From an optimization exercise on the open Yosys and OpenROAD flow, aimed at small area, a short achievable clock period and few clock cycles; shortcuts taken in it are not production practice. Where RTL was checked, it was by simulation tests only, not by an equivalence proof against the original. The RTL of runs 1, 2, 5 and 6 was laid out without a check of its function.

===== standard.sh =====
#!/bin/bash
# synth_recipe.tcl (not shown) runs the flow's synth.tcl, then flattens the netlist and writes it again
# the make line also repeats each setting of config.mk as NAME=value (left out here)
make -C /OpenROAD-flow-scripts/flow DESIGN_CONFIG=/design/flow/config.mk WORK_HOME=/design/flow/orfs CLKGATE_MAP_FILE= SYNTH_SCRIPT=/design/flow/synth_recipe.tcl "${@:-finish}"

===== design.v =====
package multiplicacao_pkg;
  localparam int DATA_W_DEF = 8;
  localparam int MAX_N_DEF  = 5;
  typedef enum logic [1:0] {
    IDLE    = 2'd0,
    COMPUTE = 2'd1,
    DONE    = 2'd2
  } state_t;
  function automatic int data_max(input int w);
    data_max = (1 << (w - 1)) - 1;
  endfunction
  function automatic int data_min(input int w);
    data_min = -(1 << (w - 1));
  endfunction
  localparam int DATA_MAX = data_max(DATA_W_DEF);
  localparam int DATA_MIN = data_min(DATA_W_DEF);
  function automatic int idx(input int i, input int j, input int max_n,
                             input int data_w);
    idx = (i * max_n + j) * data_w;
  endfunction
  function automatic int decode_n(input int size, input int max_n);
    decode_n = (size + 2 > max_n) ? max_n : size + 2;
  endfunction
endpackage
module saturador #(
  parameter int ACC_W  = 18,
  parameter int DATA_W = 8
) (
  input  logic [ACC_W-1:0]  acc,
  input  logic              sat_en,
  output logic [DATA_W-1:0] y,
  output logic              ovf
);
  logic neg;
  always_comb begin
    ovf = (acc[ACC_W-1:DATA_W] != '0);
    neg = acc[ACC_W-1];
    y   = {~acc[DATA_W-1], acc[DATA_W-2:0]};
    if (sat_en && ovf) begin
      y = neg ? {1'b1, {(DATA_W-1){1'b0}}} : {1'b0, {(DATA_W-1){1'b1}}};
    end
  end
endmodule
module multiplicacao_matrizes_seq #(
  parameter int DATA_W = multiplicacao_pkg::DATA_W_DEF,
  parameter int MAX_N  = multiplicacao_pkg::MAX_N_DEF,
  parameter int SIZE_W = $clog2(MAX_N - 1),
  parameter int ACC_W  = 18
) (
  input  logic                            clk,
  input  logic                            rst_n,
  input  logic                            start,
  input  logic                            sat_en,
  input  logic [SIZE_W-1:0]               matrix_size,
  input  logic [MAX_N*MAX_N*DATA_W-1:0]   A,
  input  logic [MAX_N*MAX_N*DATA_W-1:0]   B,
  output logic                            busy,
  output logic                            done,
  output logic [MAX_N*MAX_N*DATA_W-1:0]   C,
  output logic                            overflow_flag
);
  localparam int CNT_W = 3;
  logic             run_q;      
  logic             done_q;     
  logic [MAX_N-1:0] first_q;    
  logic [CNT_W-1:0] cnt_q;
  logic             sat_q;
  logic [MAX_N-1:0] vld_q;      
  logic [DATA_W-1:0] a_q [MAX_N][MAX_N];
  logic [DATA_W-1:0] b_q [MAX_N][MAX_N];
  logic [ACC_W-1:0]  acc_q [MAX_N][MAX_N];
  logic [ACC_W-1:0]  acc_d [MAX_N][MAX_N];
  logic idle;
  logic [CNT_W-1:0] n_m1;
  assign idle = !run_q && !done_q;
  assign busy = run_q;
  assign done = done_q;
  assign n_m1 = CNT_W'(multiplicacao_pkg::decode_n(int'(matrix_size), MAX_N) - 1);
  always_ff @(posedge clk or negedge rst_n) begin
    if (!rst_n) begin
      run_q   <= 1'b0;
      done_q  <= 1'b0;
      first_q <= '0;
      cnt_q   <= '0;
      sat_q   <= 1'b0;
      vld_q   <= '0;
    end else begin
      done_q  <= 1'b0;
      first_q <= '0;
      if (idle) begin
        if (start) begin
          run_q   <= 1'b1;
          for (int i = 0; i < MAX_N; i++) first_q[i] <= (i <= int'(n_m1));
          cnt_q   <= n_m1;
          sat_q   <= sat_en;
          for (int i = 0; i < MAX_N; i++) vld_q[i] <= (i <= int'(n_m1));
        end
      end else if (run_q) begin
        cnt_q <= cnt_q - 1'b1;
        if (cnt_q == '0) begin
          run_q  <= 1'b0;
          done_q <= 1'b1;
        end
      end
    end
  end
  logic accept;
  logic more;
  assign accept = idle && start;
  assign more   = run_q && (cnt_q != '0);
  always_ff @(posedge clk) begin
    for (int i = 0; i < MAX_N; i++) begin
      for (int k = 0; k < MAX_N; k++) begin
        if (!run_q) begin
          b_q[k][i] <= B[(k*MAX_N + i)*DATA_W +: DATA_W];
        end else begin
          b_q[k][i] <= (k < MAX_N-1) ? b_q[(k+1) % MAX_N][i] : '0;
        end
      end
      for (int k = 1; k < MAX_N; k++) begin
        if (!run_q) begin
          a_q[i][k] <= A[(i*MAX_N + k)*DATA_W +: DATA_W];
        end else begin
          a_q[i][k] <= (k < MAX_N-1) ? a_q[i][(k+1) % MAX_N] : '0;
        end
      end
    end
  end
  always_ff @(posedge clk or negedge rst_n) begin
    if (!rst_n) begin
      for (int i = 0; i < MAX_N; i++) a_q[i][0] <= '0;
    end else begin
      for (int i = 0; i < MAX_N; i++) begin
        a_q[i][0] <= ({DATA_W{accept}} & A[(i*MAX_N)*DATA_W +: DATA_W]) |
                     ({DATA_W{more}} & a_q[i][1]);
      end
    end
  end
  for (genvar gi = 0; gi < MAX_N; gi++) begin : g_mr
    for (genvar gj = 0; gj < MAX_N; gj++) begin : g_mc
      mac_unit u_mac (
        .a      (a_q[gi][0]),
        .b      (b_q[0][gj]),
        .acc_in (first_q[gi] ? ACC_W'(1 << (DATA_W-1)) : acc_q[gi][gj]),
        .sum    (acc_d[gi][gj])
      );
      always_ff @(posedge clk) acc_q[gi][gj] <= acc_d[gi][gj];
    end
  end
  logic [MAX_N*MAX_N-1:0] ovf_e;
  for (genvar gi = 0; gi < MAX_N; gi++) begin : g_row
    for (genvar gj = 0; gj < MAX_N; gj++) begin : g_col
      logic [DATA_W-1:0] y;
      logic              o;
      saturador #(
        .ACC_W  (ACC_W),
        .DATA_W (DATA_W)
      ) u_sat (
        .acc    (acc_q[gi][gj]),
        .sat_en (sat_q),
        .y      (y),
        .ovf    (o)
      );
      assign C[(gi*MAX_N + gj)*DATA_W +: DATA_W] = (vld_q[gi] && vld_q[gj]) ? y : '0;
      assign ovf_e[gi*MAX_N + gj] = vld_q[gi] && vld_q[gj] && o;
    end
  end
  assign overflow_flag = |ovf_e;
endmodule
module mac_unit (
  input  logic [7:0]  a,
  input  logic [7:0]  b,
  input  logic [17:0] acc_in,
  output logic [17:0] sum
);
  logic pp_0_0;
  logic pp_0_1;
  logic pp_0_2;
  logic pp_0_3;
  logic pp_0_4;
  logic pp_0_5;
  logic pp_0_6;
  logic pp_0_7;
  logic pp_1_0;
  logic pp_1_1;
  logic pp_1_2;
  logic pp_1_3;
  logic pp_1_4;
  logic pp_1_5;
  logic pp_1_6;
  logic pp_1_7;
  logic pp_2_0;
  logic pp_2_1;
  logic pp_2_2;
  logic pp_2_3;
  logic pp_2_4;
  logic pp_2_5;
  logic pp_2_6;
  logic pp_2_7;
  logic pp_3_0;
  logic pp_3_1;
  logic pp_3_2;
  logic pp_3_3;
  logic pp_3_4;
  logic pp_3_5;
  logic pp_3_6;
  logic pp_3_7;
  logic pp_4_0;
  logic pp_4_1;
  logic pp_4_2;
  logic pp_4_3;
  logic pp_4_4;
  logic pp_4_5;
  logic pp_4_6;
  logic pp_4_7;
  logic pp_5_0;
  logic pp_5_1;
  logic pp_5_2;
  logic pp_5_3;
  logic pp_5_4;
  logic pp_5_5;
  logic pp_5_6;
  logic pp_5_7;
  logic pp_6_0;
  logic pp_6_1;
  logic pp_6_2;
  logic pp_6_3;
  logic pp_6_4;
  logic pp_6_5;
  logic pp_6_6;
  logic pp_6_7;
  logic pp_7_0;
  logic pp_7_1;
  logic pp_7_2;
  logic pp_7_3;
  logic pp_7_4;
  logic pp_7_5;
  logic pp_7_6;
  logic pp_7_7;
  logic s0, c0;
  logic s1, c1;
  logic s2, c2;
  logic s3, c3;
  logic s4, c4;
  logic s5, c5;
  logic s6, c6;
  logic s7, c7;
  logic s8, c8;
  logic s9, c9;
  logic s10, c10;
  logic s11, c11;
  logic s12, c12;
  logic s13, c13;
  logic s14, c14;
  logic s15, c15;
  logic s16, c16;
  logic s17, c17;
  logic s18, c18;
  logic s19, c19;
  logic s20, c20;
  logic s21, c21;
  logic s22, c22;
  logic s23, c23;
  logic s24, c24;
  logic s25, c25;
  logic s26, c26;
  logic s27, c27;
  logic s28, c28;
  logic s29, c29;
  logic s30, c30;
  logic s31, c31;
  logic s32, c32;
  logic s33, c33;
  logic s34, c34;
  logic s35, c35;
  logic s36, c36;
  logic s37, c37;
  logic s38, c38;
  logic s39, c39;
  logic s40, c40;
  logic s41, c41;
  logic s42, c42;
  logic s43, c43;
  logic s44, c44;
  logic s45, c45;
  logic s46, c46;
  logic s47, c47;
  logic s48, c48;
  logic s49, c49;
  logic s50, c50;
  logic s51, c51;
  logic s52, c52;
  logic s53, c53;
  logic s54, c54;
  logic s55, c55;
  logic s56, c56;
  logic s57, c57;
  logic s58, c58;
  logic [17:0] r0, r1;
  assign pp_0_0 = a[0] & b[0];
  assign pp_0_1 = a[0] & b[1];
  assign pp_0_2 = a[0] & b[2];
  assign pp_0_3 = a[0] & b[3];
  assign pp_0_4 = a[0] & b[4];
  assign pp_0_5 = a[0] & b[5];
  assign pp_0_6 = a[0] & b[6];
  assign pp_0_7 = ~(a[0] & b[7]);
  assign pp_1_0 = a[1] & b[0];
  assign pp_1_1 = a[1] & b[1];
  assign pp_1_2 = a[1] & b[2];
  assign pp_1_3 = a[1] & b[3];
  assign pp_1_4 = a[1] & b[4];
  assign pp_1_5 = a[1] & b[5];
  assign pp_1_6 = a[1] & b[6];
  assign pp_1_7 = ~(a[1] & b[7]);
  assign pp_2_0 = a[2] & b[0];
  assign pp_2_1 = a[2] & b[1];
  assign pp_2_2 = a[2] & b[2];
  assign pp_2_3 = a[2] & b[3];
  assign pp_2_4 = a[2] & b[4];
  assign pp_2_5 = a[2] & b[5];
  assign pp_2_6 = a[2] & b[6];
  assign pp_2_7 = ~(a[2] & b[7]);
  assign pp_3_0 = a[3] & b[0];
  assign pp_3_1 = a[3] & b[1];
  assign pp_3_2 = a[3] & b[2];
  assign pp_3_3 = a[3] & b[3];
  assign pp_3_4 = a[3] & b[4];
  assign pp_3_5 = a[3] & b[5];
  assign pp_3_6 = a[3] & b[6];
  assign pp_3_7 = ~(a[3] & b[7]);
  assign pp_4_0 = a[4] & b[0];
  assign pp_4_1 = a[4] & b[1];
  assign pp_4_2 = a[4] & b[2];
  assign pp_4_3 = a[4] & b[3];
  assign pp_4_4 = a[4] & b[4];
  assign pp_4_5 = a[4] & b[5];
  assign pp_4_6 = a[4] & b[6];
  assign pp_4_7 = ~(a[4] & b[7]);
  assign pp_5_0 = a[5] & b[0];
  assign pp_5_1 = a[5] & b[1];
  assign pp_5_2 = a[5] & b[2];
  assign pp_5_3 = a[5] & b[3];
  assign pp_5_4 = a[5] & b[4];
  assign pp_5_5 = a[5] & b[5];
  assign pp_5_6 = a[5] & b[6];
  assign pp_5_7 = ~(a[5] & b[7]);
  assign pp_6_0 = a[6] & b[0];
  assign pp_6_1 = a[6] & b[1];
  assign pp_6_2 = a[6] & b[2];
  assign pp_6_3 = a[6] & b[3];
  assign pp_6_4 = a[6] & b[4];
  assign pp_6_5 = a[6] & b[5];
  assign pp_6_6 = a[6] & b[6];
  assign pp_6_7 = ~(a[6] & b[7]);
  assign pp_7_0 = ~(a[7] & b[0]);
  assign pp_7_1 = ~(a[7] & b[1]);
  assign pp_7_2 = ~(a[7] & b[2]);
  assign pp_7_3 = ~(a[7] & b[3]);
  assign pp_7_4 = ~(a[7] & b[4]);
  assign pp_7_5 = ~(a[7] & b[5]);
  assign pp_7_6 = ~(a[7] & b[6]);
  assign pp_7_7 = a[7] & b[7];
  assign s0 = pp_0_5 ^ pp_1_4;
  assign c0 = pp_0_5 & pp_1_4;
  assign s1 = pp_0_6 ^ pp_1_5 ^ pp_2_4;
  assign c1 = (pp_0_6 & pp_1_5) | (pp_0_6 & pp_2_4) | (pp_1_5 & pp_2_4);
  assign s2 = pp_3_3 ^ pp_4_2;
  assign c2 = pp_3_3 & pp_4_2;
  assign s3 = pp_0_7 ^ pp_1_6 ^ pp_2_5;
  assign c3 = (pp_0_7 & pp_1_6) | (pp_0_7 & pp_2_5) | (pp_1_6 & pp_2_5);
  assign s4 = pp_3_4 ^ pp_4_3 ^ pp_5_2;
  assign c4 = (pp_3_4 & pp_4_3) | (pp_3_4 & pp_5_2) | (pp_4_3 & pp_5_2);
  assign s5 = pp_6_1 ^ pp_7_0;
  assign c5 = pp_6_1 & pp_7_0;
  assign s6 = pp_1_7 ^ pp_2_6 ^ pp_3_5;
  assign c6 = (pp_1_7 & pp_2_6) | (pp_1_7 & pp_3_5) | (pp_2_6 & pp_3_5);
  assign s7 = pp_4_4 ^ pp_5_3 ^ pp_6_2;
  assign c7 = (pp_4_4 & pp_5_3) | (pp_4_4 & pp_6_2) | (pp_5_3 & pp_6_2);
  assign s8 = pp_7_1 ^ acc_in[8] ^ 1'b1;
  assign c8 = (pp_7_1 & acc_in[8]) | (pp_7_1 & 1'b1) | (acc_in[8] & 1'b1);
  assign s9 = pp_2_7 ^ pp_3_6 ^ pp_4_5;
  assign c9 = (pp_2_7 & pp_3_6) | (pp_2_7 & pp_4_5) | (pp_3_6 & pp_4_5);
  assign s10 = pp_5_4 ^ pp_6_3 ^ pp_7_2;
  assign c10 = (pp_5_4 & pp_6_3) | (pp_5_4 & pp_7_2) | (pp_6_3 & pp_7_2);
  assign s11 = pp_3_7 ^ pp_4_6 ^ pp_5_5;
  assign c11 = (pp_3_7 & pp_4_6) | (pp_3_7 & pp_5_5) | (pp_4_6 & pp_5_5);
  assign s12 = pp_0_3 ^ pp_1_2;
  assign c12 = pp_0_3 & pp_1_2;
  assign s13 = pp_0_4 ^ pp_1_3 ^ pp_2_2;
  assign c13 = (pp_0_4 & pp_1_3) | (pp_0_4 & pp_2_2) | (pp_1_3 & pp_2_2);
  assign s14 = pp_3_1 ^ pp_4_0;
  assign c14 = pp_3_1 & pp_4_0;
  assign s15 = s0 ^ pp_2_3 ^ pp_3_2;
  assign c15 = (s0 & pp_2_3) | (s0 & pp_3_2) | (pp_2_3 & pp_3_2);
  assign s16 = pp_4_1 ^ pp_5_0 ^ acc_in[5];
  assign c16 = (pp_4_1 & pp_5_0) | (pp_4_1 & acc_in[5]) | (pp_5_0 & acc_in[5]);
  assign s17 = c0 ^ s1 ^ s2;
  assign c17 = (c0 & s1) | (c0 & s2) | (s1 & s2);
  assign s18 = pp_5_1 ^ pp_6_0 ^ acc_in[6];
  assign c18 = (pp_5_1 & pp_6_0) | (pp_5_1 & acc_in[6]) | (pp_6_0 & acc_in[6]);
  assign s19 = c1 ^ c2 ^ s3;
  assign c19 = (c1 & c2) | (c1 & s3) | (c2 & s3);
  assign s20 = s4 ^ s5 ^ acc_in[7];
  assign c20 = (s4 & s5) | (s4 & acc_in[7]) | (s5 & acc_in[7]);
  assign s21 = c3 ^ c4 ^ c5;
  assign c21 = (c3 & c4) | (c3 & c5) | (c4 & c5);
  assign s22 = s6 ^ s7 ^ s8;
  assign c22 = (s6 & s7) | (s6 & s8) | (s7 & s8);
  assign s23 = c6 ^ c7 ^ c8;
  assign c23 = (c6 & c7) | (c6 & c8) | (c7 & c8);
  assign s24 = s9 ^ s10 ^ acc_in[9];
  assign c24 = (s9 & s10) | (s9 & acc_in[9]) | (s10 & acc_in[9]);
  assign s25 = c9 ^ c10 ^ s11;
  assign c25 = (c9 & c10) | (c9 & s11) | (c10 & s11);
  assign s26 = pp_6_4 ^ pp_7_3 ^ acc_in[10];
  assign c26 = (pp_6_4 & pp_7_3) | (pp_6_4 & acc_in[10]) | (pp_7_3 & acc_in[10]);
  assign s27 = c11 ^ pp_4_7 ^ pp_5_6;
  assign c27 = (c11 & pp_4_7) | (c11 & pp_5_6) | (pp_4_7 & pp_5_6);
  assign s28 = pp_6_5 ^ pp_7_4 ^ acc_in[11];
  assign c28 = (pp_6_5 & pp_7_4) | (pp_6_5 & acc_in[11]) | (pp_7_4 & acc_in[11]);
  assign s29 = pp_5_7 ^ pp_6_6 ^ pp_7_5;
  assign c29 = (pp_5_7 & pp_6_6) | (pp_5_7 & pp_7_5) | (pp_6_6 & pp_7_5);
  assign s30 = pp_0_2 ^ pp_1_1;
  assign c30 = pp_0_2 & pp_1_1;
  assign s31 = s12 ^ pp_2_1 ^ pp_3_0;
  assign c31 = (s12 & pp_2_1) | (s12 & pp_3_0) | (pp_2_1 & pp_3_0);
  assign s32 = c12 ^ s13 ^ s14;
  assign c32 = (c12 & s13) | (c12 & s14) | (s13 & s14);
  assign s33 = c13 ^ c14 ^ s15;
  assign c33 = (c13 & c14) | (c13 & s15) | (c14 & s15);
  assign s34 = c15 ^ c16 ^ s17;
  assign c34 = (c15 & c16) | (c15 & s17) | (c16 & s17);
  assign s35 = c17 ^ c18 ^ s19;
  assign c35 = (c17 & c18) | (c17 & s19) | (c18 & s19);
  assign s36 = c19 ^ c20 ^ s21;
  assign c36 = (c19 & c20) | (c19 & s21) | (c20 & s21);
  assign s37 = c21 ^ c22 ^ s23;
  assign c37 = (c21 & c22) | (c21 & s23) | (c22 & s23);
  assign s38 = c23 ^ c24 ^ s25;
  assign c38 = (c23 & c24) | (c23 & s25) | (c24 & s25);
  assign s39 = c25 ^ c26 ^ s27;
  assign c39 = (c25 & c26) | (c25 & s27) | (c26 & s27);
  assign s40 = c27 ^ c28 ^ s29;
  assign c40 = (c27 & c28) | (c27 & s29) | (c28 & s29);
  assign s41 = c29 ^ pp_6_7 ^ pp_7_6;
  assign c41 = (c29 & pp_6_7) | (c29 & pp_7_6) | (pp_6_7 & pp_7_6);
  assign s42 = pp_0_1 ^ pp_1_0;
  assign c42 = pp_0_1 & pp_1_0;
  assign s43 = s30 ^ pp_2_0 ^ acc_in[2];
  assign c43 = (s30 & pp_2_0) | (s30 & acc_in[2]) | (pp_2_0 & acc_in[2]);
  assign s44 = c30 ^ s31 ^ acc_in[3];
  assign c44 = (c30 & s31) | (c30 & acc_in[3]) | (s31 & acc_in[3]);
  assign s45 = c31 ^ s32 ^ acc_in[4];
  assign c45 = (c31 & s32) | (c31 & acc_in[4]) | (s32 & acc_in[4]);
  assign s46 = c32 ^ s33 ^ s16;
  assign c46 = (c32 & s33) | (c32 & s16) | (s33 & s16);
  assign s47 = c33 ^ s34 ^ s18;
  assign c47 = (c33 & s34) | (c33 & s18) | (s34 & s18);
  assign s48 = c34 ^ s35 ^ s20;
  assign c48 = (c34 & s35) | (c34 & s20) | (s35 & s20);
  assign s49 = c35 ^ s36 ^ s22;
  assign c49 = (c35 & s36) | (c35 & s22) | (s36 & s22);
  assign s50 = c36 ^ s37 ^ s24;
  assign c50 = (c36 & s37) | (c36 & s24) | (s37 & s24);
  assign s51 = c37 ^ s38 ^ s26;
  assign c51 = (c37 & s38) | (c37 & s26) | (s38 & s26);
  assign s52 = c38 ^ s39 ^ s28;
  assign c52 = (c38 & s39) | (c38 & s28) | (s39 & s28);
  assign s53 = c39 ^ s40 ^ acc_in[12];
  assign c53 = (c39 & s40) | (c39 & acc_in[12]) | (s40 & acc_in[12]);
  assign s54 = c40 ^ s41 ^ acc_in[13];
  assign c54 = (c40 & s41) | (c40 & acc_in[13]) | (s41 & acc_in[13]);
  assign s55 = c41 ^ pp_7_7 ^ acc_in[14];
  assign c55 = (c41 & pp_7_7) | (c41 & acc_in[14]) | (pp_7_7 & acc_in[14]);
  assign s56 = acc_in[15] ^ 1'b1;
  assign c56 = acc_in[15] & 1'b1;
  assign s57 = acc_in[16] ^ 1'b1;
  assign c57 = acc_in[16] & 1'b1;
  assign s58 = acc_in[17] ^ 1'b1;
  assign c58 = acc_in[17] & 1'b1;
  assign r0 = {c57, c56, c55, c54, c53, c52, c51, c50, c49, c48, c47, c46, c45, c44, c43, c42, s42, pp_0_0};
  assign r1 = {s58, s57, s56, s55, s54, s53, s52, s51, s50, s49, s48, s47, s46, s45, s44, s43, acc_in[1], acc_in[0]};
  logic [17:0] pg, gg;
  assign pg = r0 ^ r1;
  assign gg = r0 & r1;
  logic bg0, bp0;
  assign bg0 = gg[1] | (pg[1] & gg[0]);
  assign bp0 = pg[1] & pg[0];
  logic bg1, bp1;
  assign bg1 = gg[3] | (pg[3] & gg[2]);
  assign bp1 = pg[3] & pg[2];
  logic bg2, bp2;
  assign bg2 = gg[5] | (pg[5] & gg[4]);
  assign bp2 = pg[5] & pg[4];
  logic bg3, bp3;
  assign bg3 = gg[7] | (pg[7] & gg[6]);
  assign bp3 = pg[7] & pg[6];
  logic bg4, bp4;
  assign bg4 = gg[9] | (pg[9] & gg[8]);
  assign bp4 = pg[9] & pg[8];
  logic bg5, bp5;
  assign bg5 = gg[11] | (pg[11] & gg[10]);
  assign bp5 = pg[11] & pg[10];
  logic bg6, bp6;
  assign bg6 = gg[13] | (pg[13] & gg[12]);
  assign bp6 = pg[13] & pg[12];
  logic bg7, bp7;
  assign bg7 = gg[15] | (pg[15] & gg[14]);
  assign bp7 = pg[15] & pg[14];
  logic bg8, bp8;
  assign bg8 = gg[17] | (pg[17] & gg[16]);
  assign bp8 = pg[17] & pg[16];
  logic bg9, bp9;
  assign bg9 = bg1 | (bp1 & bg0);
  assign bp9 = bp1 & bp0;
  logic bg10, bp10;
  assign bg10 = bg3 | (bp3 & bg2);
  assign bp10 = bp3 & bp2;
  logic bg11, bp11;
  assign bg11 = bg5 | (bp5 & bg4);
  assign bp11 = bp5 & bp4;
  logic bg12, bp12;
  assign bg12 = bg7 | (bp7 & bg6);
  assign bp12 = bp7 & bp6;
  logic bg13, bp13;
  assign bg13 = bg10 | (bp10 & bg9);
  assign bp13 = bp10 & bp9;
  logic bg14, bp14;
  assign bg14 = bg12 | (bp12 & bg11);
  assign bp14 = bp12 & bp11;
  logic bg15, bp15;
  assign bg15 = bg14 | (bp14 & bg13);
  assign bp15 = bp14 & bp13;
  logic bg16, bp16;
  assign bg16 = bg11 | (bp11 & bg13);
  assign bp16 = bp11 & bp13;
  logic bg17, bp17;
  assign bg17 = bg2 | (bp2 & bg9);
  assign bp17 = bp2 & bp9;
  logic bg18, bp18;
  assign bg18 = bg4 | (bp4 & bg13);
  assign bp18 = bp4 & bp13;
  logic bg19, bp19;
  assign bg19 = bg6 | (bp6 & bg16);
  assign bp19 = bp6 & bp16;
  logic bg20, bp20;
  assign bg20 = bg8 | (bp8 & bg15);
  assign bp20 = bp8 & bp15;
  logic bg21, bp21;
  assign bg21 = gg[2] | (pg[2] & bg0);
  assign bp21 = pg[2] & bp0;
  logic bg22, bp22;
  assign bg22 = gg[4] | (pg[4] & bg9);
  assign bp22 = pg[4] & bp9;
  logic bg23, bp23;
  assign bg23 = gg[6] | (pg[6] & bg17);
  assign bp23 = pg[6] & bp17;
  logic bg24, bp24;
  assign bg24 = gg[8] | (pg[8] & bg13);
  assign bp24 = pg[8] & bp13;
  logic bg25, bp25;
  assign bg25 = gg[10] | (pg[10] & bg18);
  assign bp25 = pg[10] & bp18;
  logic bg26, bp26;
  assign bg26 = gg[12] | (pg[12] & bg16);
  assign bp26 = pg[12] & bp16;
  logic bg27, bp27;
  assign bg27 = gg[14] | (pg[14] & bg19);
  assign bp27 = pg[14] & bp19;
  logic bg28, bp28;
  assign bg28 = gg[16] | (pg[16] & bg15);
  assign bp28 = pg[16] & bp15;
  assign sum[0] = pg[0];
  assign sum[1] = pg[1] ^ gg[0];
  assign sum[2] = pg[2] ^ bg0;
  assign sum[3] = pg[3] ^ bg21;
  assign sum[4] = pg[4] ^ bg9;
  assign sum[5] = pg[5] ^ bg22;
  assign sum[6] = pg[6] ^ bg17;
  assign sum[7] = pg[7] ^ bg23;
  assign sum[8] = pg[8] ^ bg13;
  assign sum[9] = pg[9] ^ bg24;
  assign sum[10] = pg[10] ^ bg18;
  assign sum[11] = pg[11] ^ bg25;
  assign sum[12] = pg[12] ^ bg16;
  assign sum[13] = pg[13] ^ bg26;
  assign sum[14] = pg[14] ^ bg19;
  assign sum[15] = pg[15] ^ bg27;
  assign sum[16] = pg[16] ^ bg15;
  assign sum[17] = pg[17] ^ bg28;
endmodule

===== flow/run.sh =====
#!/bin/bash
# The standard layout (the standard.sh, unchanged synthesis), with extra
# ORFS settings from flow/knobs.txt (one VAR=value per line): a larger
# setup margin for timing repair and a plain buffer for the port buffers.
# The constraints, clock period and checks are unchanged.
set -euo pipefail
mapfile -t KNOBS < <(grep -v '^#' flow/knobs.txt | sed '/^$/d')
bash standard.sh "${KNOBS[@]}" finish > standard_flow.log 2>&1

===== constraint.sdc =====
create_clock -name core_clock -period 11.0 [get_ports {clk}]
set_input_delay 2.2000 -clock core_clock [delete_from_list [all_inputs] [get_ports {clk}]]
set_output_delay 2.2000 -clock core_clock [all_outputs]
set_load 0.01 [all_outputs]

===== config.mk =====
export PLATFORM = sky130hd
export DESIGN_NAME = multiplicacao_matrizes_seq
export DESIGN_NICKNAME = multiplicacao_matrizes_seq
export VERILOG_FILES = /design/flow/design.v
export SDC_FILE = /design/flow/constraint.sdc
export NUM_CORES = 4
export LEC_CHECK = 0
export CAP_MARGIN = 20
export CORE_MARGIN = 2
export CORE_UTILIZATION = 40
export CTS_CLUSTER_DIAMETER = 100
export CTS_CLUSTER_SIZE = 20
export SLEW_MARGIN = 20

===== flow/knobs.txt =====
SETUP_SLACK_MARGIN=5.65
BUFFER_PORTS_ARGS=-buffer_cell sky130_fd_sc_hd__buf_1

==> flow_summary.ini, run 1 <==
[setup_path]
cp.arrival_ns = 3.13
startpoint_type = register
worstSetupPathType = register to output pin
path_max_fanout = 17
crit_required_ns = 8.80
end_kind = output pin

[global_routing]
grt_start_max_net_pins = 148
grt_overflow = 0
grt_use_total = 0.2368
grt_pass1_wl_mm = 391.2
antenna_found_initial = 33
grt_pass1_vias = 66030

[drt]
drtIter0Drc = 3356
drc = 0
vias_per_cell = 4.972
vias = 60380
wl_mm = 257.4
post_drt_wl_per_cell_um = 21.19
drt_pass1_iterations = 6
final_antenna_net_count = 0

[floorplan]
die_height_um = 465.6
initial_core_util = 0.4023
design.die.area_mm2 = 0.2168
std_cell_rows = 169
coreArea_mm2 = 0.2119
fp.dieW_um = 465.6
io_pins = 609

[hold_path]
min_path_type = register to register

[sta]
fin_skew_ns = 0.05084
relSlewSlack = 0.2593
rsz0062_at_grt = true
hold_viol_final = 0
period_minus_slack_ns = 5.326
hold_ws_ns = 0.4429
finalSetupViolCount = 0
slew_viol_final = 0
worstMarginPinSlew_ns = 1.106
finalSetupTns_ns = 0
fmax_mhz = 187.7
period_share = 0.4842

[final_layout]
final_common_cell = inv_1
final_cell_mix = inv_1, fa_1, and2_1
final_layout_size_suffix_gt1_frac = 0.06994
fin_util = 0.4429
area_growth_pct = 10.11
nets = 11670
multi_input_area_mm2 = 0.05999
nFillCells = 20620
regArea_mm2 = 0.01767
layoutNonFillerInstCount = 12140

[placement]
place_congestion = 0.8606
dp_hpwl_mm = 184.2
dp.cells = 11990
portBuffers = 608

[cts]
numCtsBuffers = 69
clock_sinks = 866
clk_latency_ns = 0.77
clk_pin_slew_worst_paths_ns = 0.10
cts.path.max_buffers = 3
hold_buffers = 0
htreeDepth = 3
root_buffer = clkbuf_16
cts_tree = built

[logic_synthesis]
synth_cell_types = 56
synth_top_area_frac = 0.3347
syn_inst = 8897
synth_area_per_cell_um2 = 9.580
synth_flop_cell = dfxtp_1
synth_seq_cells = 866
yosys.area.top_type = fa_1
synthesis.nets = 11310
yosys-top-cells-area = fa_1, dfxtp_1, ha_1
seq_area_frac_synth = 0.2067
synth_edf_count = 0
ys_warn_count = 9
synth_area_mm2 = 0.08523
async_reset_ff_frac = 0.06467

[job]
max-cap-violations = 0

[run_status]
status = complete, no violations
-- flip-flops by register name, indices dropped and copies added, names as in the netlist --
register  cells
a_q         200
acc_q       450
sat_q         1
first_q       5
b_q         200
done_q        1
cnt_q         3
vld_q         5
run_q         1
-- worst max-delay path, cell delays in order (launching register included) --
cell and delay, ns:
dfrtp_2 0.44, buf_6 0.23, buf_8 0.24, nand2_1 0.18
nand3_1 0.40, nor2_1 0.62, buf_1 0.21
-- cells by family (layout without fill, tap and decap cells) --
group | Yosys count | in the layout | share of synthesized area
buf+inv | 2131 | 2542 | 0.09387
mux | 287 | 287 | 0.03785
flops | 866 | 866 | 0.2067
fa+ha+maj | 2005 | 2005 | 0.4199
simple gates | 2790 | 2790 | 0.1718
other cells | 0 | 15 | 0
xor+xnor | 226 | 226 | 0.02322
compound gates | 592 | 592 | 0.04668
-- synth_stat cells, drive strengths merged, types with 56 or more instances --
cell	count
a21o	101
a21oi	136
and2	967
clkbuf	442
dfrtp	56
dfxtp	810
fa	1425
ha	580
inv	1682
mux2	282
nand2	743
nand2b	341
nor2	376
nor2b	181
o21ai	108
xnor2	101
xor2	125
-- per-layer routing --
layer | routed length (µm) | global-route usage
met4 | 9496 | 0.07222
met3 | 18630 | 0.04348
met2 | 124100 | 0.4084
met1 | 105100 | 0.3003
met5 | 49 | 0
-- repair_timing --
item | 4_1_cts | 5_1_grt
resized for setup | 77 | 150
setup endpoints to repair | 133 | 86
buffers inserted | 2 | 11
cloned | 1 | 6
pin swaps | 1 | 10
-- path summary, 6_finish.rpt --
path	cells past startpoint	slack, ns	end	startpoint
max	6	5.67	C[134]	sat_q
min	1	0.44	b_q[9][6]	b_q[14][6]
max reg2reg	18	5.68	acc_q[8][15]	first_q[1]
min reg2reg	1	0.44	b_q[9][6]	b_q[14][6]
max in group asynchronous	2	8.35	first_q[0]	rst_n
min in group asynchronous	1	1.37	sat_q	rst_n
-- per-stage QoR --
step | setup slack, ns | area, µm²
after floorplan | 5.878 | 85230
after CTS | 5.542 | 92980
after detailed placement | 5.166 | 90220
after global placement | 5.206 | 90220
after global routing | 5.448 | 93820
final | 5.674 | 93850
-- area by class of cell --
class	count	share of cell area
antenna	15	0.0004000
clock buffer	83	0.01917
clock inverter	40	0.006679
inverter	1683	0.06731
multi-input combinational	5900	0.6392
sequential	866	0.1883
tap	2821	0.03761
timing repair buffer	736	0.04129
==> run 2, diff against run 1 <==
==> flow/knobs.txt (replaced) <==
SETUP_SLACK_MARGIN=5.75
BUFFER_PORTS_ARGS=-buffer_cell sky130_fd_sc_hd__buf_1
==> run 2 against run 1 <==
  * Fmax down 0.24%
  * Largest cell class unchanged
  * Area after synthesis unchanged
  * Die area unchanged
  * Worst hold slack better by 0.0026 ns
  * Critical path depth up 1
  * Sequential cell count unchanged
==> flow_summary.ini, run 2 <==
[logic_synthesis]
synth_seq_cells = 866
yosys-top-cells-area = fa_1, dfxtp_1, ha_1
synth_most_common_cell = inv_1
synth_area_mm2 = 0.08523
seq_area_frac_synth = 0.2067
synth_edf_count = 0
async_reset_ff_frac = 0.06467
yosys-top-cells-count = inv_1, fa_1, and2_1
synth_top_family_by_area = adder cells
synth_compound_area_frac = 0.04668
synth_flop_cell = dfxtp_1
ys_warn_count = 9
synthSimpleGateAreaFrac = 0.1718
yosys.area.top_type = fa_1
synth_area_per_cell_um2 = 9.580
syn_inst = 8897
synthesis.nets = 11310
synthMuxAreaShare = 0.03785
synth_adder_area_share = 0.4199
synth_top_area_frac = 0.3347
synth_cell_types = 56
synth_xor_area_frac = 0.02322

[drt]
drc = 0
wl_mm = 256.7
drtIter0Drc = 3255
post_drt_wl_per_cell_um = 21.14
drt_pass1_iterations = 5
vias = 60250
final_antenna_net_count = 0
vias_per_cell = 4.962

[run_status]
status = complete, no violations

[floorplan]
std_cell_rows = 169
initial_core_util = 0.4023
io_pins = 609
design.die.area_mm2 = 0.2168
die_height_um = 465.6
coreArea_mm2 = 0.2119
fp.dieW_um = 465.6

[setup_path]
path_max_fanout = 3
startpoint_type = register
cp.arrival_ns = 3.14
crit_buf_inv = 1
path_cells = nor4_2, nand3_1, o211ai_1, o21ai_0, a2111oi_4, nand2_2, buf_1
regToRegStartpoint = b_q[3][6]
crit_path_max_incr_delay_ns = 0.47
crit_required_ns = 8.80
critPathTopFamily = compound AO/OA/AOI/OAI gates
cpMaxStageDelayCell = a2111oi_4
end_kind = output pin
startpoint = acc_q[2][16]
worstSetupPathType = register to output pin

[sta]
finalSetupTns_ns = 0
period_share = 0.4854
fmax_mhz = 187.3
hold_viol_final = 0
relSlewSlack = 0.2530
period_minus_slack_ns = 5.339
rsz0062_at_grt = true
slew_viol_final = 0
finalSetupViolCount = 0
worstMarginPinSlew_ns = 1.115
fin_skew_ns = 0.04539

[job]
max-cap-violations = 0

[hold_path]
hold_start = b_q[20][7]
min_path_type = register to register

[cts]
cts.path.max_buffers = 3
clk_latency_ns = 0.76
htreeDepth = 3
clock_sinks = 866
root_buffer = clkbuf_16
cts_tree = built
numCtsBuffers = 69
clk_pin_slew_worst_paths_ns = 0.09
hold_buffers = 0

[global_routing]
grt_start_max_net_pins = 148
grt_use_total = 0.2368
grt_pass1_vias = 66050
grt_overflow = 0
antenna_found_initial = 30
grt_pass1_wl_mm = 391.3

[placement]
dp_hpwl_mm = 184.2
place_congestion = 0.8606
portBuffers = 608

[final_layout]
final_layout_size_suffix_gt1_frac = 0.07195
final_common_cell = inv_1
area_growth_pct = 10.47
fin_util = 0.4444
top_regs = acc_q (450), a_q (200), b_q (200)
final_cell_mix = inv_1, fa_1, and2_1
top_register = acc_q
largest_reg_flops = 450
nets = 11670
==> run 2: changes by cell type in the layout (fill, tap and decap cells not counted), moves of 5 or more <==
cell     delta
buf_12     +15
buf_6      -12
diode_2     -6
nor2_1      -6
nor2_2      +6
nor4_1      +5
nor4_2      -5
==> run 2: through the flow <==
stage | std cells | hold WS (ns) | setup slack (ns) | cell area (µm²)
floorplan | 8897 | 0.4328 | 5.878 | 85230
finish | 12140 | 0.4455 | 5.661 | 94150
detailed placement | 11990 | 0.4390 | 5.166 | 90220
global route | 12130 | 0.4529 | 5.586 | 94130
global placement | 11990 | 0.4357 | 5.206 | 90220
CTS | 12110 | 0.4470 | 5.557 | 93130
==> run 2: logic make-up (layout without fill, tap and decap cells) <==
family | after synthesis | after routing
muxes | 287 | 287
other | 0 | 9
buffers and inverters | 2131 | 2546
AOI/OAI and AO/OA | 592 | 592
and+or+nand+nor | 2790 | 2790
xor gates and xnor gates | 226 | 226
adders and majority gates | 2005 | 2005
DFF | 866 | 866
==> run 2: timing repair <==
item | in CTS | in global routing
endpoints found under the setup margin | 185 | 109
buffers inserted | 2 | 15
cloned | 1 | 6
endpoints found under the hold margin | 0 | 0
resized for setup | 114 | 170
pin swaps | 3 | 22
==> run 2: cell type report <==
cell class	count	area, µm²
tap	2821	3530
multi-input combinational	5900	60070
sequential	866	17670
inverter	1683	6317
fill	20590	117700
clock buffer	83	1799
clock inverter	40	626.9
antenna	9	22.52
timing repair buffer	740	4114
==> run 2: per-layer routing <==
| metal | GRT usage | up-vias | share of wire |
|---|---|---|---|
| li1 | - | 27470 | - |
| met1 | 0.3008 | 30770 | 0.41 |
| met2 | 0.4087 | 1659 | 0.49 |
| met3 | 0.04268 | 333 | 0.066 |
| met4 | 0.07177 | 6 | 0.035 |
| met5 | 0 | - | 0.00016 |
==> run 2: final timing paths <==
path                       cells past startpoint  slack (ns)             to
min reg2reg                                    1        0.45     b_q[15][7]
max                                            7        5.66  overflow_flag
min in group asynchronous                      1        1.37          sat_q
max in group asynchronous                      2        8.34     first_q[0]
max reg2reg                                   15        5.81   acc_q[8][15]
min                                            1        0.45     b_q[15][7]
==> run 3, diff against run 2 <==
--- a/design.v
+++ b/design.v
@@ -161,8 +161,9 @@
         .y      (y),
         .ovf    (o)
       );
-      assign C[(gi*MAX_N + gj)*DATA_W +: DATA_W] = (vld_q[gi] && vld_q[gj]) ? y : '0;
-      assign ovf_e[gi*MAX_N + gj] = vld_q[gi] && vld_q[gj] && o;
+      localparam int GM = (gi > gj) ? gi : gj;
+      assign C[(gi*MAX_N + gj)*DATA_W +: DATA_W] = vld_q[GM] ? y : '0;
+      assign ovf_e[gi*MAX_N + gj] = vld_q[GM] && o;
     end
   end
   assign overflow_flag = |ovf_e;
==> run 3 against run 2 <==
  * Routed wire length fell by 0.65%
  * Critical path depth did not move
  * Non-clock buffer count rose by 10
  * Sequential cell count did not move
  * Via count fell by 0.40%
  * Utilization rose by 0.32 points
  * Worst setup slack improved by 0.044 ns
  * Largest cell class unchanged
  * Cell area rose by 0.83%
==> flow_summary.ini, run 3 <==
[run_status]
status = complete, no violations

[logic_synthesis]
yosys.area.top_type = fa_1
seq_area_frac_synth = 0.2064
ys_warn_count = 9
synth_area_mm2 = 0.08535
synth_seq_cells = 866
yosys-top-cells-count = inv_1, fa_1, and2_1
synth_flop_cell = dfxtp_1
synth_area_per_cell_um2 = 9.710
syn_inst = 8790
synth_most_common_cell = inv_1
synth_cell_types = 52
yosys-top-cells-area = fa_1, dfxtp_1, ha_1
synth_top_area_frac = 0.3342
synth_edf_count = 0
synthesis.nets = 11200
async_reset_ff_frac = 0.06467

[drt]
vias = 60000
post_drt_wl_per_cell_um = 21.12
final_antenna_net_count = 0
drtIter0Drc = 2889
wl_mm = 255.0
drc = 0
drt_pass1_iterations = 5
vias_per_cell = 4.971

[final_layout]
largest_reg_flops = 450
final_common_cell = inv_1
final_layout_size_suffix_gt1_frac = 0.07854
top_register = acc_q
layoutNonFillerInstCount = 12070
fin_area_mm2 = 0.09493
area_growth_pct = 11.22
top_regs = acc_q (450), a_q (200), b_q (200)
nets = 11560
fin_util = 0.4476
final_cell_mix = inv_1, fa_1, and2_1

[floorplan]
die_height_um = 465.9
coreArea_mm2 = 0.2121
std_cell_rows = 169
fp.dieW_um = 465.9
design.die.area_mm2 = 0.2171
initial_core_util = 0.4024
io_pins = 609

[setup_path]
startpoint_type = register
cp.arrival_ns = 3.10
path_max_fanout = 2
worstSetupPathType = register to output pin
crit_path_max_incr_delay_ns = 0.50
regToRegSetupSlack_ns = 5.88
cpMaxStageDelayCell = a221oi_4
crit_required_ns = 8.80
end_kind = output pin
path_cells = nor4_4, nand3_2, nor4_4, nand3b_1, a221oi_4, nand3_4, buf_6
crit_top_cell = nor4_4

[cts]
cts_tree = built
clk_latency_ns = 0.76
clk_pin_slew_worst_paths_ns = 0.09
cts.path.max_buffers = 3
clock_sinks = 866
numCtsBuffers = 69
htreeDepth = 3
root_buffer = clkbuf_16

[global_routing]
use_met2 = 0.4003
antenna_found_initial = 31
grt_use_total = 0.2317
grt_pass1_wl_mm = 384.0
grt_pass1_vias = 65490
grt_overflow = 0
busiest_layer = met2
use_met3 = 0.03786
grt_start_max_net_pins = 84
grt.met1_usage = 0.2903

[placement]
portBuffers = 608
dp.cells = 11860
dp_hpwl_mm = 179.5
placed_area_mm2 = 0.09022
place_ws_ns = 5.244
place_congestion = 0.8867

[sta]
hold_viol_final = 0
fin_ws_ns = 5.705
period_minus_slack_ns = 5.295
fmax_mhz = 188.9
finalSetupViolCount = 0
fin_skew_ns = 0.05905
period_share = 0.4814
slew_viol_final = 0
relSlewSlack = 0.3588
rsz0062_at_grt = true
finalSetupTns_ns = 0
worstMarginPinSlew_ns = 0.9574

[hold_path]
min_path_type = register to register

[job]
max-cap-violations = 0
==> run 3: cell count changes after synthesis, moves of 6 or more <==
| cell | previous run | this run |
|---|---|---|
| nor2_1 | 376 | 143 |
| o21a_1 | 42 | 152 |
| and2_1 | 967 | 1007 |
| a21oi_1 | 136 | 99 |
| a21boi_0 | 0 | 35 |
| o21ai_0 | 101 | 118 |
| nand3_1 | 49 | 35 |
| clkbuf_1 | 442 | 454 |
| nand2_1 | 743 | 731 |
| and3_1 | 21 | 11 |
| or4_1 | 11 | 18 |
| o21ai_1 | 6 | 0 |
==> run 3: routing by layer <==
metal  up-vias  part of all wire
met5         -           0.00011
met4         4             0.043
met3       313             0.059
met2      1607              0.49
met1     30810              0.41
li1      27270                 -
==> run 3: kinds of logic (layout without fill, tap and decap cells) <==
group / count (synthesis) / in the layout / share of synthesized area
AO/OA/AOI/OAI: 703 / 703 / 0.05675
XOR/XNOR: 226 / 226 / 0.02319
AND/OR/NAND/NOR: 2564 / 2564 / 0.1626
other: 0 / 46 / 0
adder cells (fa/ha/maj): 2005 / 2005 / 0.4193
multiplexers: 286 / 286 / 0.03768
flip-flops: 866 / 866 / 0.2064
buffers and inverters: 2140 / 2555 / 0.09411
==> run 3: repair_timing <==
| action | CTS | global route |
|---|---|---|
| setup buffers | 9 | 24 |
| hold endpoints to repair | 0 | 0 |
| endpoints found under the setup margin | 241 | 103 |
| resized for setup | 186 | 192 |
| hold buffers | 0 | 0 |
| gates cloned | 0 | 10 |
| pin swaps | 17 | 37 |
==> run 3: through the flow <==
step | hold WS, ns
global route | 0.4412
global placement | 0.4350
floorplan | 0.4328
finish | 0.4241
CTS | 0.4360
detailed placement | 0.4389
==> run 3: critical path: cells and delay by family (launching register included) <==
kind | cells | cell delay, ns
simple gates | 5 | 1.34
compound gates | 1 | 0.50
flops | 1 | 0.34
buf+inv | 1 | 0.17
==> run 3: area by class of cell <==
class	instances	area (µm²)
Tap cell	2821	3530
Clock buffer	92	1883
Sequential cell	866	17700
Inverter	1679	6307
Clock inverter	34	480.5
Fill cell	20350	117200
Multi-Input combinational cell	5784	60700
Antenna cell	46	115.1
Timing Repair Buffer	750	4218
==> run 3: final timing paths <==
path,from,end,cells after the start
setup / recovery,acc_q[23][15],overflow_flag,7
hold / removal,b_q[22][5],b_q[17][5],1
setup reg to reg,first_q[4],acc_q[20][17],18
hold reg to reg,b_q[22][5],b_q[17][5],1
max in group asynchronous,rst_n,a_q[20][3],2
min in group asynchronous,rst_n,vld_q[1],1
Testbench counts of run 3, summed over its fixed seeds: cycles 1,734.
==> run 4, diff against run 3 <==
--- a/design.v
+++ b/design.v
@@ -111,29 +111,21 @@
   always_ff @(posedge clk) begin
     for (int i = 0; i < MAX_N; i++) begin
       for (int k = 0; k < MAX_N; k++) begin
-        if (!run_q) begin
+        if (!run_q || k == MAX_N-1) begin
           b_q[k][i] <= B[(k*MAX_N + i)*DATA_W +: DATA_W];
         end else begin
-          b_q[k][i] <= (k < MAX_N-1) ? b_q[(k+1) % MAX_N][i] : '0;
+          b_q[k][i] <= b_q[(k+1) % MAX_N][i];
         end
       end
       for (int k = 1; k < MAX_N; k++) begin
-        if (!run_q) begin
+        if (!run_q || k == MAX_N-1) begin
           a_q[i][k] <= A[(i*MAX_N + k)*DATA_W +: DATA_W];
         end else begin
-          a_q[i][k] <= (k < MAX_N-1) ? a_q[i][(k+1) % MAX_N] : '0;
+          a_q[i][k] <= a_q[i][(k+1) % MAX_N];
         end
       end
-    end
-  end
-  always_ff @(posedge clk or negedge rst_n) begin
-    if (!rst_n) begin
-      for (int i = 0; i < MAX_N; i++) a_q[i][0] <= '0;
-    end else begin
-      for (int i = 0; i < MAX_N; i++) begin
-        a_q[i][0] <= ({DATA_W{accept}} & A[(i*MAX_N)*DATA_W +: DATA_W]) |
-                     ({DATA_W{more}} & a_q[i][1]);
-      end
+      a_q[i][0] <= ({DATA_W{accept}} & A[(i*MAX_N)*DATA_W +: DATA_W]) |
+                   ({DATA_W{more}} & a_q[i][1]);
     end
   end
   for (genvar gi = 0; gi < MAX_N; gi++) begin : g_mr
==> run 4 against run 3 <==
  * Still clean
  * First-iteration DRC count decreased by 3.3%
  * Cell count decreased by 1.2%
  * Sequential cell count unchanged
  * Area after synthesis decreased by 0.85%
==> flow_summary.ini, run 4 <==
[logic_synthesis]
yosys-top-cells-count = inv_1, fa_1, and2_1
synthesis.nets = 11120
synth_edf_count = 0
synth_top_area_frac = 0.3371
synth_most_common_cell = inv_1
yosys.area.top_type = fa_1
seq_area_frac_synth = 0.2058
synth_cell_types = 52
async_reset_ff_frac = 0.01848
yosys-top-cells-area = fa_1, dfxtp_1, ha_1
synth_seq_cells = 866
syn_inst = 8706
synth_flop_cell = dfxtp_1
synth_area_mm2 = 0.08463
synth_area_per_cell_um2 = 9.721
ys_warn_count = 9

[hold_path]
min_path_type = register to register

[final_layout]
nets = 11480
largest_reg_flops = 450
top_register = acc_q
final_layout_size_suffix_gt1_frac = 0.07611
fin_util = 0.4456
final_cell_mix = inv_1, fa_1, and2_1
final_common_cell = inv_1
fin_area_mm2 = 0.09358
top_regs = acc_q (450), a_q (200), b_q (200)
area_growth_pct = 10.57
nFillCells = 20160

[global_routing]
antenna_found_initial = 17
grt_pass1_wl_mm = 384.6
grt_use_total = 0.2338
grt_pass1_vias = 64460
grt_overflow = 0
grt_start_max_net_pins = 162

[setup_path]
startpoint_type = register
cp.arrival_ns = 3.17
crit_required_ns = 8.80
path_max_fanout = 3
end_kind = output pin
worstSetupPathType = register to output pin

[placement]
place_congestion = 0.8732
place_ws_ns = 5.225
portBuffers = 608
dp_hpwl_mm = 180.5
placed_area_mm2 = 0.08958

[job]
max-cap-violations = 0

[drt]
wl_mm = 255.2
drc = 0
drtIter0Drc = 2793
vias = 59230
drt_pass1_iterations = 5
vias_per_cell = 4.968
final_antenna_net_count = 0
post_drt_wl_per_cell_um = 21.41

[floorplan]
io_pins = 609
std_cell_rows = 168
initial_core_util = 0.4030
die_height_um = 464.0
coreArea_mm2 = 0.2100
fp.dieW_um = 464.0
design.die.area_mm2 = 0.2153

[sta]
hold_viol_final = 0
fmax_mhz = 186.3
relSlewSlack = 0.2582
finalSetupViolCount = 0
period_minus_slack_ns = 5.369
fin_skew_ns = 0.05872
rsz0062_at_grt = true
slew_viol_final = 0
finalSetupTns_ns = 0
fin_ws_ns = 5.631
worstMarginPinSlew_ns = 1.108
period_share = 0.4881
hold_ws_ns = 0.4286

[cts]
cts_tree = built
clk_pin_slew_worst_paths_ns = 0.10
clk_latency_ns = 0.73
clock_sinks = 866
root_buffer = clkbuf_16
htreeDepth = 3
numCtsBuffers = 66
cts.path.max_buffers = 3

[run_status]
status = complete, no violations
[run 4: per-layer routing]
metal	vias up	part of all wire	GRT usage
li1	26990	-	-
met1	30380	0.40	0.2863
met2	1549	0.49	0.4052
met3	318	0.067	0.04350
met4	2	0.043	0.09180
met5	-	0.000071	0
[run 4: through the flow]
stage / std cells
4_1_cts: 11880
6_report: 11920
3_3_place_gp: 11770
3_5_place_dp: 11770
5_1_grt: 11910
2_1_floorplan: 8706
[run 4: final timing paths]
kind                              start             to  slack [ns]  cells past startpoint
max                        acc_q[5][17]  overflow_flag        5.63                      7
min                          a_q[11][3]     a_q[10][3]        0.43                      1
max reg2reg                   b_q[3][5]  acc_q[13][16]        5.92                     16
min reg2reg                  a_q[11][3]     a_q[10][3]        0.43                      1
max in group asynchronous         rst_n          run_q        8.70                      1
min in group asynchronous         rst_n     first_q[3]        1.59                      1
[run 4: cells by family (layout without fill, tap and decap cells)]
group                    count (synthesis)  count (layout)  synth area share
AO/OA/AOI/OAI                          702             702           0.05705
flip-flops                             866             866            0.2058
other                                    0              12                 0
AND/OR/NAND/NOR                       2490            2490            0.1584
multiplexers                           286             286           0.03800
adder cells (fa/ha/maj)               2005            2005            0.4228
buffers and inverters                 2131            2530           0.09452
XOR/XNOR                               226             226           0.02339
[run 4: layout make-up]
type	count	area [µm²]	share of cell area
Clock inverter	33	391.6	0.004185
Timing Repair Buffer	745	4202	0.04490
Antenna cell	12	30.03	0.0003209
Sequential cell	866	17520	0.1872
Multi-Input combinational cell	5709	59880	0.6399
Inverter	1679	6307	0.06740
Tap cell	2805	3510	0.03751
Clock buffer	73	1742	0.01861
[run 4: critical path: stages (launching register included)]
cell and delay, ns:
dfxtp_1 0.34, or4_1 0.57, nor4_4 0.32, inv_2 0.11
o31a_1 0.32, a221oi_4 0.38, nand3_2 0.22, buf_6 0.18
[run 4: repair_timing]
| action | in CTS | in global routing |
|---|---|---|
| gates cloned | 2 | 10 |
| pin swaps | 6 | 15 |
| resized for setup | 143 | 167 |
| hold buffers | 0 | 0 |
| setup endpoints to repair | 261 | 109 |
| buffers inserted | 4 | 18 |
| hold endpoints to repair | 0 | 0 |
Testbench counts of run 4, summed over its fixed seeds: cycles 1,734.
==> run 5, diff against run 4 <==
--- a/design.v
+++ b/design.v
@@ -62,7 +62,6 @@
   localparam int CNT_W = 3;
   logic             run_q;      
   logic             done_q;     
-  logic [MAX_N-1:0] first_q;    
   logic [CNT_W-1:0] cnt_q;
   logic             sat_q;
   logic [MAX_N-1:0] vld_q;      
@@ -80,17 +79,14 @@
     if (!rst_n) begin
       run_q   <= 1'b0;
       done_q  <= 1'b0;
-      first_q <= '0;
       cnt_q   <= '0;
       sat_q   <= 1'b0;
       vld_q   <= '0;
     end else begin
       done_q  <= 1'b0;
-      first_q <= '0;
       if (idle) begin
         if (start) begin
           run_q   <= 1'b1;
-          for (int i = 0; i < MAX_N; i++) first_q[i] <= (i <= int'(n_m1));
           cnt_q   <= n_m1;
           sat_q   <= sat_en;
           for (int i = 0; i < MAX_N; i++) vld_q[i] <= (i <= int'(n_m1));
@@ -133,10 +129,13 @@
       mac_unit u_mac (
         .a      (a_q[gi][0]),
         .b      (b_q[0][gj]),
-        .acc_in (first_q[gi] ? ACC_W'(1 << (DATA_W-1)) : acc_q[gi][gj]),
+        .acc_in (acc_q[gi][gj]),
         .sum    (acc_d[gi][gj])
       );
-      always_ff @(posedge clk) acc_q[gi][gj] <= acc_d[gi][gj];
+      always_ff @(posedge clk) begin
+        if (accept) acc_q[gi][gj] <= ACC_W'(1 << (DATA_W-1));
+        else        acc_q[gi][gj] <= acc_d[gi][gj];
+      end
     end
   end
   logic [MAX_N*MAX_N-1:0] ovf_e;
==> run 5 against run 4 <==
  * Sequential share of layout area down 0.30 points
  * Critical path depth down 1
  * Area after synthesis up 0.69%
  * Fmax down 3.5%
  * Non-clock buffer count up 25
  * Cell count up 0.86%
  * Worst hold slack better by 0.016 ns
  * Via count up 2.3%
  * Clock skew up 0.0055 ns
  * Sequential cell count down 5
  * Cell area up 1.0%
  * Critical path type unchanged
  * Critical endpoint unchanged
  * Largest cell class unchanged
==> flow_summary.ini, run 5 <==
[cts]
clk_pin_slew_worst_paths_ns = 0.09
clock_sinks = 861
root_buffer = clkbuf_16
clk_latency_ns = 0.79
hold_buffers = 0
htreeDepth = 2
cts_tree = built
cts.path.max_buffers = 3
numCtsBuffers = 60

[logic_synthesis]
yosys-top-cells-count = inv_1, fa_1, and2_1
synth_area_per_cell_um2 = 9.650
synth_most_common_cell = inv_1
synth_edf_count = 0
synth_top_area_frac = 0.3348
synth_seq_cells = 861
async_reset_ff_frac = 0.01278
yosys.area.top_type = fa_1
yosys-top-cells-area = fa_1, dfxtp_1, and2_1
synth_flop_cell = dfxtp_1
seq_area_frac_synth = 0.2029
syn_inst = 8830
synth_cell_types = 51
synth_area_mm2 = 0.08521
ys_warn_count = 9
synthesis.nets = 11270

[setup_path]
worstSetupPathType = register to output pin
path_max_fanout = 10
crit_required_ns = 8.80
startpoint_type = register
cp.arrival_ns = 3.36
end_kind = output pin

[floorplan]
fp.dieW_um = 465.5
initial_core_util = 0.4022
design.die.area_mm2 = 0.2167
io_pins = 609
die_height_um = 465.5
std_cell_rows = 169
coreArea_mm2 = 0.2119

[drt]
vias_per_cell = 5.041
vias = 60620
post_drt_wl_per_cell_um = 21.91
drc = 0
drt_pass1_iterations = 8
wl_mm = 263.5
final_antenna_net_count = 0
drtIter0Drc = 3520

[sta]
period_minus_slack_ns = 5.564
hold_viol_final = 0
rsz0062_at_grt = true
finalSetupTns_ns = 0
finalSetupViolCount = 0
fmax_mhz = 179.7
worstMarginPinSlew_ns = 0.9988
fin_skew_ns = 0.06425
period_share = 0.5059
slew_viol_final = 0
relSlewSlack = 0.3341

[global_routing]
grt_use_total = 0.2331
grt_overflow = 0
antenna_found_initial = 47
grt_pass1_vias = 65080
grt_pass1_wl_mm = 385.5
grt_start_max_net_pins = 140

[final_layout]
area_growth_pct = 10.95
final_cell_mix = inv_1, fa_1, and2_1
top_register = acc_q
final_layout_size_suffix_gt1_frac = 0.08018
final_common_cell = inv_1
nets = 11590
largest_reg_flops = 450
top_regs = acc_q (450), a_q (200), b_q (200)

[hold_path]
min_path_type = register to register

[placement]
portBuffers = 608
place_congestion = 0.8612
dp_hpwl_mm = 178.2

[run_status]
status = complete, no violations

[job]
max-cap-violations = 0
==> run 5: cell types whose count changed after synthesis, moves of 45 or more <==
cell	previous run	this run
nand2b_1	337	34
o21a_1	151	18
and2_1	1007	1252
clkbuf_1	446	491
o21ai_0	119	263
nor2b_1	105	6
nand2_1	732	563
a21boi_0	35	177
a21o_1	100	160
nor2_1	145	305
xor2_1	125	75
==> run 5: worst paths after layout <==
| check | startpoint | end | slack (ns) | depth (start not counted) |
|---|---|---|---|---|
| setup / recovery | acc_q[15][12] | overflow_flag | 5.44 | 6 |
| min in group asynchronous | rst_n | vld_q[1] | 1.38 | 1 |
| max in group asynchronous | rst_n | run_q | 9.17 | 1 |
| setup reg to reg | b_q[3][5] | acc_q[13][16] | 5.85 | 19 |
| hold / removal | a_q[14][5] | a_q[13][5] | 0.44 | 1 |
| hold reg to reg | a_q[14][5] | a_q[13][5] | 0.44 | 1 |
==> run 5: critical path: stages (launching register included) <==
cell,delay (ns)
dfxtp_1,0.35
nor4_1,0.35
and4_1,0.59
nand3_1,0.29
o21ai_2,0.44
nand4_1,0.34
buf_2,0.25
==> run 5: cell families (layout without fill, tap and decap cells) <==
logic type,Yosys count,in the layout,share of synthesized area
AOI/OAI and AO/OA,858,858,0.06785
buffers and inverters,2225,2587,0.09820
other,0,12,0
DFF,861,861,0.2029
muxes,281,281,0.03713
and+or+nand+nor,2375,2375,0.1497
adders and majority gates,2029,2029,0.4235
xor gates and xnor gates,201,201,0.02066
==> run 5: stage by stage <==
stage / std cells / util / setup slack [ns] / hold slack, ns / area (µm²)
after global placement: 11850 / 0.4243 / 5.420 / 0.4332 / 89890
final: 12030 / 0.4462 / 5.436 / 0.4447 / 94540
after detailed placement: 11850 / 0.4243 / 5.370 / 0.4376 / 89890
after floorplan: 8830 / - / 6.154 / 0.4235 / 85210
after CTS: 11950 / 0.4370 / 5.174 / 0.4411 / 92590
after global routing: 12020 / 0.4461 / 5.387 / 0.4603 / 94520
==> run 5: layer usage <==
metal / track usage / share of wire / vias to the layer above
li1: - / - / 27370
met1: 0.2934 / 0.40 / 31040
met2: 0.4050 / 0.49 / 1820
met3: 0.03870 / 0.067 / 376
met4: 0.07674 / 0.040 / 12
met5: 0 / 0.00032 / -
==> run 5: what timing repair did <==
action | in CTS | in global routing
setup endpoints to repair | 274 | 159
gates resized for setup | 176 | 241
gates cloned | 6 | 24
hold endpoints to repair | 0 | 0
pin swaps | 5 | 33
setup buffers | 1 | 37
==> run 5: cell type report <==
| class | instances | area [µm²] |
|---|---|---|
| inverters | 1720 | 6482 |
| well taps | 2821 | 3530 |
| diodes | 12 | 30.03 |
| repair buffers | 770 | 4947 |
| clock inverters | 31 | 441.7 |
| multi-input cells | 5744 | 60170 |
| flip-flops and latches | 861 | 17410 |
| fillers | 20390 | 117300 |
| clock buffers | 66 | 1534 |
==> run 6, diff against run 5 <==
==> flow/knobs.txt (replaced) <==
SETUP_SLACK_MARGIN=6
BUFFER_PORTS_ARGS=-buffer_cell sky130_fd_sc_hd__buf_1
==> run 6 against run 5 <==
  * Still clean
  * Cell count is 1.9% higher
  * Synthesized cell count unchanged
  * Utilization grew 2.6 points
  * Routed wire length grew 10%
  * Sequential cell count unchanged
  * Global-route usage is 1.9 points higher
  * Critical path type unchanged
  * Highest routed layer unchanged
==> flow_summary.ini, run 6 <==
[run_status]
status = complete, no violations

[sta]
relSlewSlack = 0.3363
fmax_mhz = 180.1
worstMarginPinSlew_ns = 0.9955
fin_ws_ns = 5.448
fin_skew_ns = 0.06915
period_share = 0.5048
finalSetupViolCount = 0
hold_viol_final = 0
finalSetupTns_ns = 0
slew_viol_final = 0
hold_ws_ns = 0.4470
period_minus_slack_ns = 5.552
rsz0062_at_grt = true

[logic_synthesis]
synth_seq_cells = 861
yosys.area.top_type = fa_1
synth_xor_area_frac = 0.02066
synth_adder_area_share = 0.4235
syn_inst = 8830
seq_area_frac_synth = 0.2029
async_reset_ff_frac = 0.01278
synth_cell_types = 51
synthesis.nets = 11270
synth_edf_count = 0
yosys-top-cells-count = inv_1, fa_1, and2_1
synth_area_mm2 = 0.08521
synth_compound_area_frac = 0.06785
synth_top_family_by_area = adder cells
synthSimpleGateAreaFrac = 0.1497
synth_area_per_cell_um2 = 9.650
yosys-top-cells-area = fa_1, dfxtp_1, and2_1
synth_most_common_cell = inv_1
ys_warn_count = 9
synthMuxAreaShare = 0.03713
synth_flop_cell = dfxtp_1
synth_top_area_frac = 0.3348

[setup_path]
path_cells = nor4_4, nand3b_1, nor4_4, nand4_1, o31ai_4, nand4_1, buf_2
cp.arrival_ns = 3.35
end_kind = output pin
path_max_fanout = 2
startpoint_type = register
critPathTopFamily = simple AND/OR/NAND/NOR gates
crit_required_ns = 8.80
cp.depth = 7
worstSetupPathType = register to output pin
cpMaxStageDelayCell = nand4_1
regToRegSetupSlack_ns = 5.91
crit_path_max_incr_delay_ns = 0.51
crit_buf_inv = 1
r2r_cells = 18

[drt]
wl_met2_mm = 139.3
met1_length_mm = 111.6
post_drt_wl_per_cell_um = 23.73
final_antenna_net_count = 0
drt_pass1_iterations = 5
drc = 0
dr_wl_met3_mm = 24.62
top_layer = met5
wl_mm = 290.7
drtIter0Drc = 4015
vias_per_cell = 5.136
vias = 62910

[global_routing]
grt_pass1_vias = 66610
grt_pass1_wl_mm = 409.5
grt_overflow = 0
grt_use_total = 0.2519
antenna_found_initial = 53
grt_start_max_net_pins = 140

[final_layout]
final_cell_mix = inv_1, fa_1, and2_1
top_regs = acc_q (450), a_q (200), b_q (200)
area_growth_pct = 17.53
final_common_cell = inv_1
top_register = acc_q
largest_reg_flops = 450
layoutNonFillerInstCount = 12250
nets = 11800
fin_util = 0.4727
nFillCells = 19780
final_layout_size_suffix_gt1_frac = 0.1566

[cts]
clock_sinks = 861
clk_pin_slew_worst_paths_ns = 0.09
htreeDepth = 2
clk_latency_ns = 0.80
cts_tree = built
cts.path.max_buffers = 3
root_buffer = clkbuf_16
numCtsBuffers = 60

[floorplan]
coreArea_mm2 = 0.2119
die_height_um = 465.5
io_pins = 609
initial_core_util = 0.4022
design.die.area_mm2 = 0.2167
fp.dieW_um = 465.5
std_cell_rows = 169

[hold_path]
min_path_type = register to register
holdPathStages = 1

[placement]
portBuffers = 608
place_ws_ns = 5.370
dp_hpwl_mm = 178.2
dp.cells = 11850
place_congestion = 0.8612

[job]
max-cap-violations = 0
run 6: cell counts after synthesis:
Identical to the previous run, type by type.
run 6: worst paths after layout:
kind,start,to
min,a_q[16][5],a_q[15][5]
max in group asynchronous,rst_n,sat_q
min reg2reg,a_q[16][5],a_q[15][5]
max,acc_q[22][13],overflow_flag
max reg2reg,b_q[1][5],acc_q[11][16]
min in group asynchronous,rst_n,cnt_q[0]
run 6: kinds of logic after synthesis:
group | Yosys count
flip-flops | 861
buffers and inverters | 2225
AO/OA/AOI/OAI | 858
AND/OR/NAND/NOR | 2375
XOR/XNOR | 201
adder cells (fa/ha/maj) | 2029
multiplexers | 281
run 6: final cells by class:
cell class / count / area, µm² / area share
Inverter: 1720 / 6482 / 0.06473
Multi-Input combinational cell: 5744 / 62740 / 0.6264
Clock inverter: 31 / 441.7 / 0.004410
Sequential cell: 861 / 17470 / 0.1744
Clock buffer: 66 / 1534 / 0.01532
Timing Repair Buffer: 975 / 7866 / 0.07855
Timing Repair inverter: 2 / 17.52 / 0.0001749
Tap cell: 2821 / 3530 / 0.03524
Antenna cell: 29 / 72.57 / 0.0007246
run 6: timing repair:
item                       4_1_cts  5_1_grt
pin swaps                      125      492
hold buffers                     0        0
buffers inserted                93      109
resized for setup              556      588
setup endpoints to repair      366      258
cloned                          36       37
run 6: through the flow:
step	instance area, µm²
floorplan	85210
global placement	89890
detailed placement	89890
CTS	95830
global route	100100
finish	100100
run 6: per-layer routing:
layer / global-route usage / vias up
met5: 0 / -
met2: 0.4288 / 2300
met1: 0.3104 / 32240
li1: - / 27820
met3: 0.05155 / 535
met4: 0.1035 / 12

==> static timing again, ports no longer ideal <==
The flow's constraints put no driver on any port. The routed layouts listed below were extracted and timed again, unchanged, in two steps.
Step 1 sets driving cells, clkbuf_16 on the clock port and buf_2 on the other inputs (assumed; they add their load-dependent delay and slew).
Step 2 times the ports against the registers' clock, not the clock port: input delays grow and output delays shrink by t, the midpoint of the rising clock arrivals with the driver on.
a / b / c = no drivers / after step 1 / after step 2; a / b = the first two.
run | t, ns | slack for setup (ns) | worst hold slack (ns) | worst slew at a driven data input, ns | cell pins on the clock port's net
run 1 | 0.830 | 5.674 / 5.582 / 5.682 | 0.443 / 0.443 / 0.443 | 0.19 | 1
run 2 | 0.826 | 5.661 / 5.570 / 5.811 | 0.445 / 0.445 / 0.445 | 0.19 | 1
run 3 | 0.825 | 5.705 / 5.609 / 5.884 | 0.424 / 0.424 / 0.424 | 0.15 | 1
run 4 | 0.791 | 5.631 / 5.548 / 5.924 | 0.429 / 0.429 / 0.429 | 0.13 | 1
run 5 | 0.855 | 5.436 / 5.337 / 5.718 | 0.445 / 0.445 / 0.445 | 0.19 | 1
run 6 | 0.865 | 5.448 / 5.347 / 5.727 | 0.447 / 0.447 / 0.447 | 0.20 | 1
After both steps every run listed still meets setup and hold.
